What follows belongs to an exercise in optimizing a design on an open flow for small area, a short achievable clock period and few clock cycles per item; a production flow would make more cautious choices.
Function was checked by simulation only, so behaviour that the tests miss may differ from the original.
Power is estimated from default activity; no workload was simulated.

==> design.v <==
`timescale 1ns / 1ps
package cdq_pkg;
	localparam int DATA_W = 32;
	localparam int CMD_W  = 3;
	localparam int STAT_W = 2;
	localparam int OCC_W  = 5;
	localparam logic [CMD_W-1:0] CMD_PUSH_FRONT = 3'd0;
	localparam logic [CMD_W-1:0] CMD_PUSH_REAR  = 3'd1;
	localparam logic [CMD_W-1:0] CMD_POP_FRONT  = 3'd2;
	localparam logic [CMD_W-1:0] CMD_POP_REAR   = 3'd3;
	localparam logic [CMD_W-1:0] CMD_QUERY      = 3'd4;
	localparam logic [STAT_W-1:0] ST_DONE  = 2'd0;
	localparam logic [STAT_W-1:0] ST_FULL  = 2'd1;
	localparam logic [STAT_W-1:0] ST_EMPTY = 2'd2;
	typedef struct packed {
		logic [CMD_W-1:0]         cmd;
		logic signed [DATA_W-1:0] push_value;
	} cdq_req_t;
	typedef struct packed {
		logic [STAT_W-1:0]        status;
		logic signed [DATA_W-1:0] popped_value;
		logic signed [DATA_W-1:0] front_value;
		logic signed [DATA_W-1:0] rear_value;
		logic [OCC_W-1:0]         occupancy;
		logic                     is_empty;
		logic                     is_full;
	} cdq_rsp_t;
	typedef enum logic {
		CDQ_IDLE,
		CDQ_POP
	} cdq_state_t;
endpackage
`timescale 1ns / 1ps
module cdq_ram #(
	parameter int DEPTH = 16,
	parameter int AW    = 4
) (
	input  logic              clk,
	input  logic              we,
	input  logic [AW-1:0]     waddr,
	input  logic [cdq_pkg::DATA_W-1:0] wdata,
	input  logic              re,
	input  logic [AW-1:0]     raddr,
	output logic [cdq_pkg::DATA_W-1:0] rdata
);
	logic [cdq_pkg::DATA_W-1:0] mem [DEPTH];
	logic [cdq_pkg::DATA_W-1:0] rdata_q;
	always_ff @(posedge clk) begin
		if (we) begin
			mem[waddr] <= wdata;
		end
	end
	always_ff @(posedge clk) begin
		if (re) begin
			rdata_q <= mem[raddr];
		end
	end
	assign rdata = rdata_q;
endmodule
`timescale 1ns / 1ps
module cdq_ctrl #(
	parameter int DEPTH = 16,
	parameter int AW    = 4
) (
	input  logic              clk,
	input  logic              arst_n,
	input  logic              req_valid,
	output logic              req_ready,
	input  cdq_pkg::cdq_req_t          req,
	output logic              res_valid,
	input  logic              res_ready,
	output cdq_pkg::cdq_rsp_t          res,
	output logic              we,
	output logic [AW-1:0]     waddr,
	output logic [cdq_pkg::DATA_W-1:0] wdata,
	output logic              re,
	output logic [AW-1:0]     raddr,
	input  logic [cdq_pkg::DATA_W-1:0] rdata
);
	localparam int CW = $clog2(DEPTH + 1);
	localparam logic [AW-1:0] LAST_IDX = AW'(DEPTH - 1);
	localparam logic [CW-1:0] FULL_CNT = CW'(DEPTH);
	cdq_pkg::cdq_state_t state_q, state_d;
	logic [AW-1:0] head_q, head_d, tail_q, tail_d;
	logic [CW-1:0] count_q, count_d;
	logic signed [cdq_pkg::DATA_W-1:0] front_q, front_d, rear_q, rear_d;
	logic signed [cdq_pkg::DATA_W-1:0] popped_q, popped_d, popped_w;
	logic pop_front_q, pop_front_d;
	logic [cdq_pkg::STAT_W-1:0] status_w;
	logic [AW-1:0] head_next, head_prev, tail_next, tail_prev;
	logic is_full_now, is_empty_now, is_push;
	assign head_next = (head_q == LAST_IDX) ? '0 : head_q + 1'b1;
	assign head_prev = (head_q == '0) ? LAST_IDX : head_q - 1'b1;
	assign tail_next = (tail_q == LAST_IDX) ? '0 : tail_q + 1'b1;
	assign tail_prev = (tail_q == '0) ? LAST_IDX : tail_q - 1'b1;
	assign is_full_now  = (count_q == FULL_CNT);
	assign is_empty_now = (count_q == '0);
	assign is_push      = (req.cmd == cdq_pkg::CMD_PUSH_FRONT);
	assign req_ready = (state_q == cdq_pkg::CDQ_IDLE) && res_ready;
	always_ff @(posedge clk or negedge arst_n) begin
		if (!arst_n) begin
			state_q <= cdq_pkg::CDQ_IDLE;
			head_q  <= '0;
			tail_q  <= '0;
			count_q <= '0;
		end else begin
			state_q <= state_d;
			head_q  <= head_d;
			tail_q  <= tail_d;
			count_q <= count_d;
		end
	end
	always_ff @(posedge clk) begin
		front_q     <= front_d;
		rear_q      <= rear_d;
		popped_q    <= popped_d;
		pop_front_q <= pop_front_d;
	end
	always_comb begin
		state_d     = state_q;
		head_d      = head_q;
		tail_d      = tail_q;
		count_d     = count_q;
		front_d     = front_q;
		rear_d      = rear_q;
		popped_d    = popped_q;
		pop_front_d = pop_front_q;
		popped_w    = '0;
		status_w    = cdq_pkg::ST_DONE;
		res_valid   = 1'b0;
		we          = 1'b0;
		waddr       = head_q;
		wdata       = $unsigned(req.push_value);
		re          = 1'b0;
		raddr       = head_next;
		case (state_q)
			cdq_pkg::CDQ_IDLE: begin
				if (req_valid && req_ready) begin
					res_valid = 1'b1;
					case (req.cmd)
						cdq_pkg::CMD_PUSH_FRONT, cdq_pkg::CMD_PUSH_REAR: begin
							if (is_full_now) begin
								status_w = cdq_pkg::ST_FULL;
							end else if (is_empty_now) begin
								head_d  = '0;
								tail_d  = '0;
								we      = 1'b1;
								waddr   = '0;
								front_d = req.push_value;
								rear_d  = req.push_value;
								count_d = count_q + 1'b1;
							end else if (is_push) begin
								head_d  = head_prev;
								we      = 1'b1;
								waddr   = head_prev;
								front_d = req.push_value;
								count_d = count_q + 1'b1;
							end else begin
								tail_d  = tail_next;
								we      = 1'b1;
								waddr   = tail_next;
								rear_d  = req.push_value;
								count_d = count_q + 1'b1;
							end
						end
						cdq_pkg::CMD_POP_FRONT, cdq_pkg::CMD_POP_REAR: begin
							if (is_empty_now) begin
								status_w = cdq_pkg::ST_EMPTY;
							end else if (count_q == CW'(1)) begin
								popped_w = (req.cmd == cdq_pkg::CMD_POP_FRONT) ? front_q : rear_q;
								count_d  = '0;
							end else begin
								res_valid   = 1'b0;
								re          = 1'b1;
								count_d     = count_q - 1'b1;
								state_d     = cdq_pkg::CDQ_POP;
								pop_front_d = (req.cmd == cdq_pkg::CMD_POP_FRONT);
								if (req.cmd == cdq_pkg::CMD_POP_FRONT) begin
									popped_d = front_q;
									head_d   = head_next;
									raddr    = head_next;
								end else begin
									popped_d = rear_q;
									tail_d   = tail_prev;
									raddr    = tail_prev;
								end
							end
						end
						default: begin
							status_w = cdq_pkg::ST_DONE;
						end
					endcase
				end
			end
			cdq_pkg::CDQ_POP: begin
				res_valid = 1'b1;
				popped_w  = popped_q;
				if (pop_front_q) begin
					front_d = $signed(rdata);
				end else begin
					rear_d = $signed(rdata);
				end
				if (res_ready) begin
					state_d = cdq_pkg::CDQ_IDLE;
				end
			end
			default: begin
				state_d = cdq_pkg::CDQ_IDLE;
			end
		endcase
	end
	always_comb begin
		res.status       = status_w;
		res.popped_value = popped_w;
		res.front_value  = (count_d == '0) ? '0 : front_d;
		res.rear_value   = (count_d == '0) ? '0 : rear_d;
		res.occupancy    = cdq_pkg::OCC_W'(count_d);
		res.is_empty     = (count_d == '0);
		res.is_full      = (count_d == FULL_CNT);
	end
endmodule
`timescale 1ns / 1ps
module circular_deque #(
	parameter int DEPTH = 16
) (
	input  logic     clk,
	input  logic     arst_n,
	input  logic     req_valid,
	output logic     req_ready,
	input  cdq_pkg::cdq_req_t req,
	output logic     rsp_valid,
	input  logic     rsp_ready,
	output cdq_pkg::cdq_rsp_t rsp
);
	localparam int AW = $clog2(DEPTH);
	logic              res_valid, res_ready;
	cdq_pkg::cdq_rsp_t          res;
	logic              we, re;
	logic [AW-1:0]     waddr, raddr;
	logic [cdq_pkg::DATA_W-1:0] wdata, rdata;
	logic              out_valid_q;
	cdq_pkg::cdq_rsp_t          out_q;
	cdq_ctrl #(
		.DEPTH (DEPTH),
		.AW    (AW)
	) u_ctrl (
		.clk       (clk),
		.arst_n    (arst_n),
		.req_valid (req_valid),
		.req_ready (req_ready),
		.req       (req),
		.res_valid (res_valid),
		.res_ready (res_ready),
		.res       (res),
		.we        (we),
		.waddr     (waddr),
		.wdata     (wdata),
		.re        (re),
		.raddr     (raddr),
		.rdata     (rdata)
	);
	cdq_ram #(
		.DEPTH (DEPTH),
		.AW    (AW)
	) u_ram (
		.clk   (clk),
		.we    (we),
		.waddr (waddr),
		.wdata (wdata),
		.re    (re),
		.raddr (raddr),
		.rdata (rdata)
	);
	assign res_ready = !out_valid_q || rsp_ready;
	always_ff @(posedge clk or negedge arst_n) begin
		if (!arst_n) begin
			out_valid_q <= 1'b0;
		end else if (res_ready) begin
			out_valid_q <= res_valid;
		end
	end
	always_ff @(posedge clk) begin
		if (res_valid && res_ready) begin
			out_q <= res;
		end
	end
	assign rsp_valid = out_valid_q;
	assign rsp       = out_q;
endmodule
`timescale 1ns / 1ps
module deque_top (
	input  logic        clk,
	input  logic        arst_n,
	input  logic        req_valid,
	output logic        req_ready,
	input  logic [2:0]  req_cmd,
	input  logic [31:0] req_value,
	output logic        rsp_valid,
	input  logic        rsp_ready,
	output logic [1:0]  rsp_status,
	output logic [31:0] rsp_popped,
	output logic [31:0] rsp_front,
	output logic [31:0] rsp_rear,
	output logic [4:0]  rsp_occupancy,
	output logic        rsp_empty,
	output logic        rsp_full
);
	cdq_pkg::cdq_req_t req;
	cdq_pkg::cdq_rsp_t rsp;
	assign req.cmd        = req_cmd;
	assign req.push_value = req_value;
	circular_deque #(
		.DEPTH (16)
	) u_deque (
		.clk       (clk),
		.arst_n    (arst_n),
		.req_valid (req_valid),
		.req_ready (req_ready),
		.req       (req),
		.rsp_valid (rsp_valid),
		.rsp_ready (rsp_ready),
		.rsp       (rsp)
	);
	assign rsp_status    = rsp.status;
	assign rsp_popped    = rsp.popped_value;
	assign rsp_front     = rsp.front_value;
	assign rsp_rear      = rsp.rear_value;
	assign rsp_occupancy = rsp.occupancy;
	assign rsp_empty     = rsp.is_empty;
	assign rsp_full      = rsp.is_full;
endmodule
==> run.sh <==
#!/bin/bash
# synth_recipe.tcl (not shown) runs the flow's synth.tcl, then flattens the netlist and writes it again
# the make line also repeats each setting of config.mk as NAME=value (left out here)
make -C /OpenROAD-flow-scripts/flow DESIGN_CONFIG=/design/flow/config.mk WORK_HOME=/design/flow/orfs CLKGATE_MAP_FILE= SYNTH_SCRIPT=/design/flow/synth_recipe.tcl finish
==> config.mk <==
export PLATFORM = sky130hd
export DESIGN_NAME = deque_top
export DESIGN_NICKNAME = deque_top
export VERILOG_FILES = /design/flow/design.v
export SDC_FILE = /design/flow/constraint.sdc
export NUM_CORES = 4
export LEC_CHECK = 0
export CAP_MARGIN = 20
export CORE_MARGIN = 2
export CORE_UTILIZATION = 40
export SLEW_MARGIN = 20
==> constraint.sdc <==
create_clock -name core_clock -period 5.0 [get_ports {clk}]
set_input_delay 1.0000 -clock core_clock [delete_from_list [all_inputs] [get_ports {clk}]]
set_output_delay 1.0000 -clock core_clock [all_outputs]
set_load 0.01 [all_outputs]
==> results.txt <==
## through the flow
| stage | total power, W | setup WS, ns | cells |
|---|---|---|---|
| after floorplan | 0.0166 | 0.277 | 3177 |
| after global placement | 0.0205 | 0.518 | 4312 |
| after detailed placement | 0.0207 | 0.524 | 4312 |
| after CTS | 0.0268 | 1.17 | 4458 |
| after global routing | 0.0283 | 1.00 | 4459 |
| final | 0.0268 | 1.13 | 4459 |
## final cells by class
| type | count | area share, % |
|---|---|---|
| timing repair buffer | 253 | 6.14 |
| inverter | 46 | 0.407 |
| sequential | 761 | 52.2 |
| multi-input combinational | 2077 | 31.5 |
| clock inverter | 45 | 1.19 |
| tap | 1176 | 3.47 |
| clock buffer | 101 | 5.12 |
## synth_stat cells (all sizes together) (10+ instances only)
| library cell | number |
|---|---|
| a2111oi | 32 |
| a21oi | 156 |
| a221o | 31 |
| a22o | 33 |
| a31oi | 75 |
| a32oi | 62 |
| buf | 71 |
| clkbuf | 222 |
| dfrtp | 15 |
| dfxtp | 64 |
| edfxtp | 682 |
| inv | 46 |
| mux2 | 34 |
| mux2i | 195 |
| nand2 | 372 |
| nand2b | 100 |
| nand3 | 195 |
| nand4b | 63 |
| nor2 | 145 |
| nor2b | 71 |
| nor3 | 10 |
| o211ai | 97 |
| o21ai | 211 |
| o221ai | 96 |
| o22ai | 33 |
## worst reg2reg max path, delay by kind of cell (launching register included)
family                   cells  cell delay, ns
flip-flops                   1            0.51
buffers and inverters        2            0.63
AND/OR/NAND/NOR              3            1.10
adder cells (fa/ha/maj)      1            0.21
AO/OA/AOI/OAI                4            1.09
## worst max path at each step
stage / slack, ns / end / cells past startpoint
2_1_floorplan: 0.28 / u_deque.out_q[0] / 5
4_1_cts: 1.17 / u_deque.u_ram.rdata_q[11] / 9
6_report: 1.13 / u_deque.u_ram.rdata_q[11] / 9
3_5_place_dp: 0.52 / u_deque.u_ram.rdata_q[29] / 9
5_1_grt: 1.0 / u_deque.u_ram.rdata_q[3] / 10
3_3_place_gp: 0.52 / u_deque.u_ram.mem[13][8] / 9
## layer usage
layer,track usage [%],share of wire (%)
met1,31.0,42
met2,35.3,45
met3,3.88,9.1
met4,7.90,3.3
met5,0,0.012
## registers in the layout (all words and copies together) (netlist names), 4 cells and up
| signal | flops |
|---|---|
| u_deque.u_ctrl.popped_q | 32 |
| u_deque.out_q | 105 |
| u_deque.u_ram.rdata_q | 32 |
| u_deque.u_ctrl.tail_q | 4 |
| u_deque.u_ctrl.front_q | 32 |
| u_deque.u_ram.mem | 512 |
| u_deque.u_ctrl.head_q | 4 |
| u_deque.u_ctrl.rear_q | 32 |
| u_deque.u_ctrl.count_q | 5 |
## cell families after synthesis
kind of cell	after synthesis
XOR/XNOR	4
adder cells (fa/ha/maj)	8
AND/OR/NAND/NOR	977
AO/OA/AOI/OAI	859
multiplexers	229
flip-flops	761
buffers and inverters	339
## power breakdown
part	internal, W	leakage, nW	switching, W
sequential	0.00808	6.94	0.000551
clock	0.00344	1.31	0.00263
combinational	0.00433	5.47	0.00777
==> impl_metrics.ini <==
[outcome]
status = no timing/DRC/antenna violations

[placement]
place_congestion = 0.832
place_area_um2 = 39700
dp_hpwl_mm = 62.0
port_buffers = 145

[clock_tree]
cts.repair.resized = 0
clockRootBuffer = clkbuf_16
clockBufferDepth = 3
clock_sinks = 761
cts_max_level = 3
clk_pin_slew_ns = 0.06
cts_tree = built
cts-hold-fix-buffers = 0
cts_setup_buffers = 0
cts-buffers-inserted = 81
clkLatencyLatePin_ns = 0.66

[setup_path]
cp_data_arrival_time_ns = 4.24
worstSetupStartpointType = input port
r2r.worst_path.cells = 10
crit_type = input port to register
cpPeakStageDelay_ns = 0.64
cp_slowest_cell = or4b_1
cp-end-kind = register
crit_path_start = rsp_ready
r2r-end = u_deque.u_ram.rdata_q[4]
r2r-start = u_deque.u_ctrl.tail_q[0]
worstPathCellList = clkdlybuf4s50_1, nor2b_1, or4b_1, nor2_4, a31oi_4, buf_12, o21ai_0, o22ai_1, a221o_1
cp.required_ns = 5.37
cp.buffers_inverters = 2
crit_fanout = 36
r2r_slack_ns = 1.19
crit_family = simple AND/OR/NAND/NOR gates

[floorplan]
core_area_um2 = 90300
dieArea_um2 = 93900
core.rowCount = 110
die_w_um = 306
initial_core_util_pct = 40.5
die_height_um = 306
num_io_pins = 146

[finish]
fill_cells = 8068
layout_common_cells = edfxtp_1, nand2_1, nand3_1, o21ai_0, mux2i_1
drive_above_1_share_pct = 9.56
multi_input_area_um2 = 13400
post-route-util_pct = 47.0
register_area_um2 = 22100
final_common_cell = edfxtp_1
fin_area_um2 = 42400
num_antenna_cells = 0
area_delta_synth_final_pct = 16.0
final_nets = 3267

[min_path]
min_path_cells = 1
worstHoldStart = u_deque.u_ctrl.popped_q[31]
min_to = u_deque.out_q[102]
hold_class = register to register

[routing]
wl_per_cell_um = 24.1
route.detailed.drc = 0
vias = 27153
drt_iter0_markers = 3102
antenna_left = 0
viasPerCell = 6.09
drt_wl_total_mm = 107
first_pass_iters = 6

[power_and_ir_drop]
p_per_area_nw_per_um2 = 631
leakagePower_nw = 13.7
ir_drop_uv = 612

[synth]
synth_seq_cells = 761
yosys.area_share.simple_pct = 13.1
syn_inst = 3177
ys_types = 68
synth_top_area_share_pct = 56.0
synth_fp_nets = 3224
yosysTopAreaCell = edfxtp_1
synth_mux_area_share_pct = 6.38
yosys_warnings = 3
synthXorXnorAreaFrac_pct = 0.0958
synth_area_um2 = 36600
synth-compound-area-share_pct = 15.8
synth_top_family_by_area = compound AO/OA/AOI/OAI gates
async_reset_ff_share_pct = 1.97
post_synth.cell_area_avg_um2 = 11.5
yosys-top-cells-area = edfxtp_1, mux2i_1, nand2_1, dfxtp_1, nand3_1
synthFlopType = edfxtp_1
synth-adder-area-share_pct = 0.274
synth-edff-count = 682
synth_seq_area_share_pct = 60.5

[sta]
max_freq_mhz = 259
drv_slew = 0
rsz0062_at_grt = false
setup_violations = 0
timing.hold.ws_ns = 0.537
tightest_slew_ns = 1.13
fin_skew_ns = 0.0369
period_needed_ns = 3.87
hold_violations = 0
min_period_over_period_pct = 77.3
relSlewSlack_pct = 24.7
tns_ns = 0

[global_routing]
grt_pass1_wl_mm = 161
antenna_found_initial = 9
grt.total_usage_pct = 22.3
grt-ovfl-total = 0
grt_pass1_vias = 25638
grt_max_degree = 173

[run]
maxCapViolations = 0
Testbench counts, summed over its fixed seeds: cycles 63,194, commands 48,000.

## static timing again, ports no longer ideal
In the flow no input, the clock included, has a driving cell. The finished layout below was timed again as built, in two steps. Step 1, drivers: a clkbuf_16 drives clk and a buf_2 each remaining input, both assumed. Step 2 times the ports against the registers' clock, not the clock port: input delays grow and output delays shrink by t, the midpoint of the rising clock arrivals with the driver on. Slacks: no drivers / after step 1 / after step 2; pairs: no drivers / after step 1.
t, ns: 0.708
setup slack, ns: 1.134 / 1.173 / 0.465
clock arrival spread, ns: 0.039 / 0.039
pins driven straight from the clock port: 1
After both steps this run still meets setup and hold. The setup slack of this run moves by +0.039 ns with the drivers and by -0.669 ns with both steps.
